This is an optimization exercise on Yosys and OpenROAD, whose aim is small area, a short achievable clock period and few clock cycles, not a production implementation. RTL that was checked went through simulation tests only; none was proved equivalent to the original. No activity file was given, so power comes from the tool's default toggle rates.

Design mdu_seq, start of the top module:
module mdu_seq #(
    parameter int XLEN = 64
) (
    input  logic            clk,
    input  logic            rst_n,
    input  logic            req_valid,
    output logic            req_ready,
    input  logic [4:0]      req_op,
    input  logic            req_word,
    input  logic [XLEN-1:0] req_src1,
    input  logic [XLEN-1:0] req_src2,
    input  logic [4:0]      req_rd,
    input  logic            flush,
    output logic            resp_valid,
    input  logic            resp_ready,
    output logic [XLEN-1:0] resp_data,
    output logic [4:0]      resp_rd,
    output logic            busy
);
make LEC_CHECK=0 CAP_MARGIN=20 CORE_MARGIN=2 CORE_UTILIZATION=40 SETUP_SLACK_MARGIN=1.5 SLEW_MARGIN=20 finish   # period 6.0 ns
run.sh (not shown) runs the stock make flow with config.mk's settings and CLKGATE_MAP_FILE= SYNTH_SCRIPT=/design/flow/synth_recipe.tcl, a recipe that flattens the netlist after the stock synthesis.
Testbench counts at the start, summed over its fixed seeds: cycles 13,719.
Rerun with:
--- a/flow/design.v
+++ b/flow/design.v
@@ -154,14 +154,17 @@
     logic        in_sgn;
     logic        in_onehot;
     logic        in_mul;
     logic [63:0] in_ext1, in_ext2;
     logic        in_s1, in_s2;
     logic [63:0] in_m2;
     logic        in_m2_small;    
+    logic        in_msb1, in_msb2;
+    logic [63:0] in_z1, in_z2;
+    logic [6:0]  in_c1, in_c2;
     logic [6:0]  in_lz2;
     logic [6:0]  in_lz1e;        
     logic [7:0]  in_k;
     logic        in_bz;
     logic        in_triv;
     logic        in_swap;
     always_comb begin
@@ -173,17 +176,25 @@
         in_ext2   = req_word ? {{32{in_sgn & req_src2[31]}}, req_src2[31:0]} : req_src2;
         in_s1     = in_sgn & in_ext1[63];
         in_s2     = in_sgn & in_ext2[63];
         in_m2_small = (in_ext2[63:1] == 63'd0) | (in_ext2 == 64'hFFFF_FFFF_FFFF_FFFF);
         in_bz     = (in_ext2 == 64'd0);
     end
     mdu_neg64 u_neg2 (.x(in_ext2), .neg(in_s2), .y(in_m2));
-    mdu_lzc64 u_lz1 (.x(in_s1 ? {~in_ext1[62:0], 1'b1} : in_ext1), .cnt(in_lz1e));
-    mdu_lzc64 u_lz2 (.x(in_ext2 ^ {64{in_s2}}), .cnt(in_lz2));
     always_comb begin
+        in_msb1 = req_word ? req_src1[31] : req_src1[63];
+        in_msb2 = req_word ? req_src2[31] : req_src2[63];
+        in_z1   = req_word ? {32'd0, req_src1[31:0] ^ {32{in_msb1}}} : req_src1 ^ {64{in_msb1}};
+        in_z2   = req_word ? {32'd0, req_src2[31:0] ^ {32{in_msb2}}} : req_src2 ^ {64{in_msb2}};
+    end
+    mdu_lzc64 u_lz1 (.x(in_z1), .cnt(in_c1));
+    mdu_lzc64 u_lz2 (.x(in_z2), .cnt(in_c2));
+    always_comb begin
+        in_lz1e = (in_msb1 & ~in_sgn) ? {1'b0, req_word, 5'd0} : (in_c1 - {6'd0, in_msb1});
+        in_lz2  = (in_msb2 & ~in_sgn) ? {1'b0, req_word, 5'd0} : in_c2;
         in_k    = {1'b0, in_lz2} - {1'b0, in_lz1e};
         in_triv = ~in_mul & (~in_onehot | in_bz | in_k[7]);
         in_swap = in_lz1e > in_lz2;
     end
     logic [2:0]  bt_in, bt_swap, bt_it;
     logic        msgn;
     always_comb begin
@@ -196,15 +207,15 @@
                    r1_q[1] ^ msgn};
         bt_it   = {r2_q[2] ^ r2_q[1],
                    (r2_q[3] & ~r2_q[2] & ~r2_q[1]) | (~r2_q[3] & r2_q[2] & r2_q[1]),
                    (r2_q[3] & ~(r2_q[2] & r2_q[1])) ^ msgn};
     end
     logic [64:0] n_d;
     always_comb begin
-        n_d = {1'b0, r2_q} << cnt_q;
+        n_d  = {1'b0, r2_q} << cnt_q;
     end
     logic [65:0] add_a;
     logic [65:0] add_b;
     logic [65:0] sum;
     logic        qbit;
     logic        sel1, sel2, seln;
     always_comb begin
=> Global-route usage went down by 2.3 points; cell count goes up slightly; worst hold slack stays flat; worst setup slack degrades by 0.048 ns; core utilization decreases by 0.83 points.
For the second run of this note, only the layout was checked, not whether the RTL still works.

--- another note on this design; it stands on its own ---

// mdu_seq
module mdu_seq #(
    parameter int XLEN = 64
) (
    input  logic            clk,
    input  logic            rst_n,
    input  logic            req_valid,
    output logic            req_ready,
    input  logic [4:0]      req_op,
    input  logic            req_word,
    input  logic [XLEN-1:0] req_src1,
    input  logic [XLEN-1:0] req_src2,
    input  logic [4:0]      req_rd,
    input  logic            flush,
    output logic            resp_valid,
    input  logic            resp_ready,
    output logic [XLEN-1:0] resp_data,
    output logic [4:0]      resp_rd,
    output logic            busy
);
Size: ~3500 cells after synthesis, roughly 230 flip-flops, roughly 220 I/O pins.
==> flow/config.mk <==
export PLATFORM = sky130hd
export DESIGN_NAME = mdu_seq
export DESIGN_NICKNAME = mdu_seq
export VERILOG_FILES = /design/flow/design.v
export SDC_FILE = /design/flow/constraint.sdc
export NUM_CORES = 4
export LEC_CHECK = 0
export CAP_MARGIN = 20
export CORE_MARGIN = 2
export CORE_UTILIZATION = 40
export SETUP_SLACK_MARGIN = 1.65
export SLEW_MARGIN = 20
==> flow/constraint.sdc <==
create_clock -name core_clock -period 6.0 [get_ports {clk}]
set_input_delay 1.2000 -clock core_clock [delete_from_list [all_inputs] [get_ports {clk}]]
set_output_delay 1.2000 -clock core_clock [all_outputs]
set_load 0.01 [all_outputs]
run.sh (not shown) runs the stock make flow with config.mk's settings and CLKGATE_MAP_FILE= SYNTH_SCRIPT=/design/flow/synth_recipe.tcl, a recipe that flattens the netlist after the stock synthesis.
The baseline produced a clean layout.
Testbench counts at the start, summed over its fixed seeds: cycles 13,719.
Change:
--- a/flow/config.mk
+++ b/flow/config.mk
@@ -10,3 +10,3 @@
 export CORE_UTILIZATION = 40
-export SETUP_SLACK_MARGIN = 1.65
+export SETUP_SLACK_MARGIN = 1.5
 export SLEW_MARGIN = 20
The changed run completed with no timing, DRC or antenna violations. Flip-flop and latch count does not change. Setup slack degrades by 0.071 ns. Non-clock buffer count is lower by 41. Combinational power is lower by about 4%. Sequential share of layout area is higher by 0.46 points. Cell count is lower by 1.0%.
Change:
--- a/flow/config.mk
+++ b/flow/config.mk
@@ -9,3 +9,3 @@
 export CORE_MARGIN = 2
-export CORE_UTILIZATION = 40
+export CORE_UTILIZATION = 45
 export SETUP_SLACK_MARGIN = 1.5
After rerunning: Worst setup slack gets better by 0.082 ns. Power grows by 2.6%. Hold slack stays flat.
Change:
--- a/flow/config.mk
+++ b/flow/config.mk
@@ -7,6 +7,6 @@
 export LEC_CHECK = 0
-export CAP_MARGIN = 20
+export CAP_MARGIN = 10
 export CORE_MARGIN = 2
-export CORE_UTILIZATION = 45
+export CORE_UTILIZATION = 40
 export SETUP_SLACK_MARGIN = 1.5
-export SLEW_MARGIN = 20
+export SLEW_MARGIN = 10
=> The changed run finished with timing, DRC and antenna clean; first-iteration DRC count rose by about a fifth; total power falls by a few percent; flip-flop and latch count stays the same; combinational power hardly moves; count of clock-buffer cells in the layout came out lower by 5; final area fell slightly; via count went down by a few percent; setup slack loses 0.082 ns; register-to-register slack gets better by 0.03 ns; routed wire length fell by a few percent; final cell count rose by a few percent.
Change:
--- a/flow/config.mk
+++ b/flow/config.mk
@@ -7,6 +7,6 @@
 export LEC_CHECK = 0
-export CAP_MARGIN = 10
+export CAP_MARGIN = 20
 export CORE_MARGIN = 2
 export CORE_UTILIZATION = 40
-export SETUP_SLACK_MARGIN = 1.5
-export SLEW_MARGIN = 10
+export SETUP_SLACK_MARGIN = 1.8
+export SLEW_MARGIN = 20
Outcome: Wire length came out higher by about 4%. Non-clock buffer count climbs by 75. Global-route usage rose by 1.3 points. Clock-buffer cell count is higher by 12. Design area is higher by about 4%.

-- re-timing with driven ports --
The flow's constraints put no driver on any port. The routed layouts listed below were extracted and timed again, unchanged, in two steps.
Step 1 sets driving cells, clkbuf_16 on the clock port and buf_2 on the other inputs (assumed; they add their load-dependent delay and slew).
Step 2 adds t to the input delays and takes it off the output delays; t is the mean of the earliest and latest rising clock arrival at the registers after step 1. Input paths then give back, and output paths get back, about the clock's delay inside the block.
Three values: ideal, step 1, step 2; two values: the first two.
run | t (ns) | setup slack, ns | worst setup path at the end | slew at the worst register clock pin (ns) | worst slew at a driven data input, ns
the first run of note 1 | 0.663 | 1.234 / 1.270 / 0.606 | input to register | 0.07 / 0.07 | 0.06
the second run of note 1 | 0.667 | 1.186 / 1.220 / 0.553 | input to register | 0.07 / 0.07 | 0.05
the first run of note 2 | 0.667 | 1.517 / 1.548 / 0.880 | input to register | 0.07 / 0.07 | 0.06
the second run of note 2 | 0.667 | 1.446 / 1.484 / 0.817 | input to register | 0.07 / 0.07 | 0.04
the third run of note 2 | 0.658 | 1.528 / 1.499 / 0.857 | input to register | 0.07 / 0.07 | 0.13
the fourth run of note 2 | 0.667 | 1.446 / 1.484 / 0.817 | input to register | 0.07 / 0.07 | 0.04
the fifth run of note 2 | 0.678 | 1.497 / 1.537 / 0.859 | input to register | 0.07 / 0.07 | 0.06
After both steps every run listed still meets setup and hold. For the third run of note 2, which loses most, drivers alone change the setup slack by -0.029 ns; drivers and shift together by -0.671 ns.
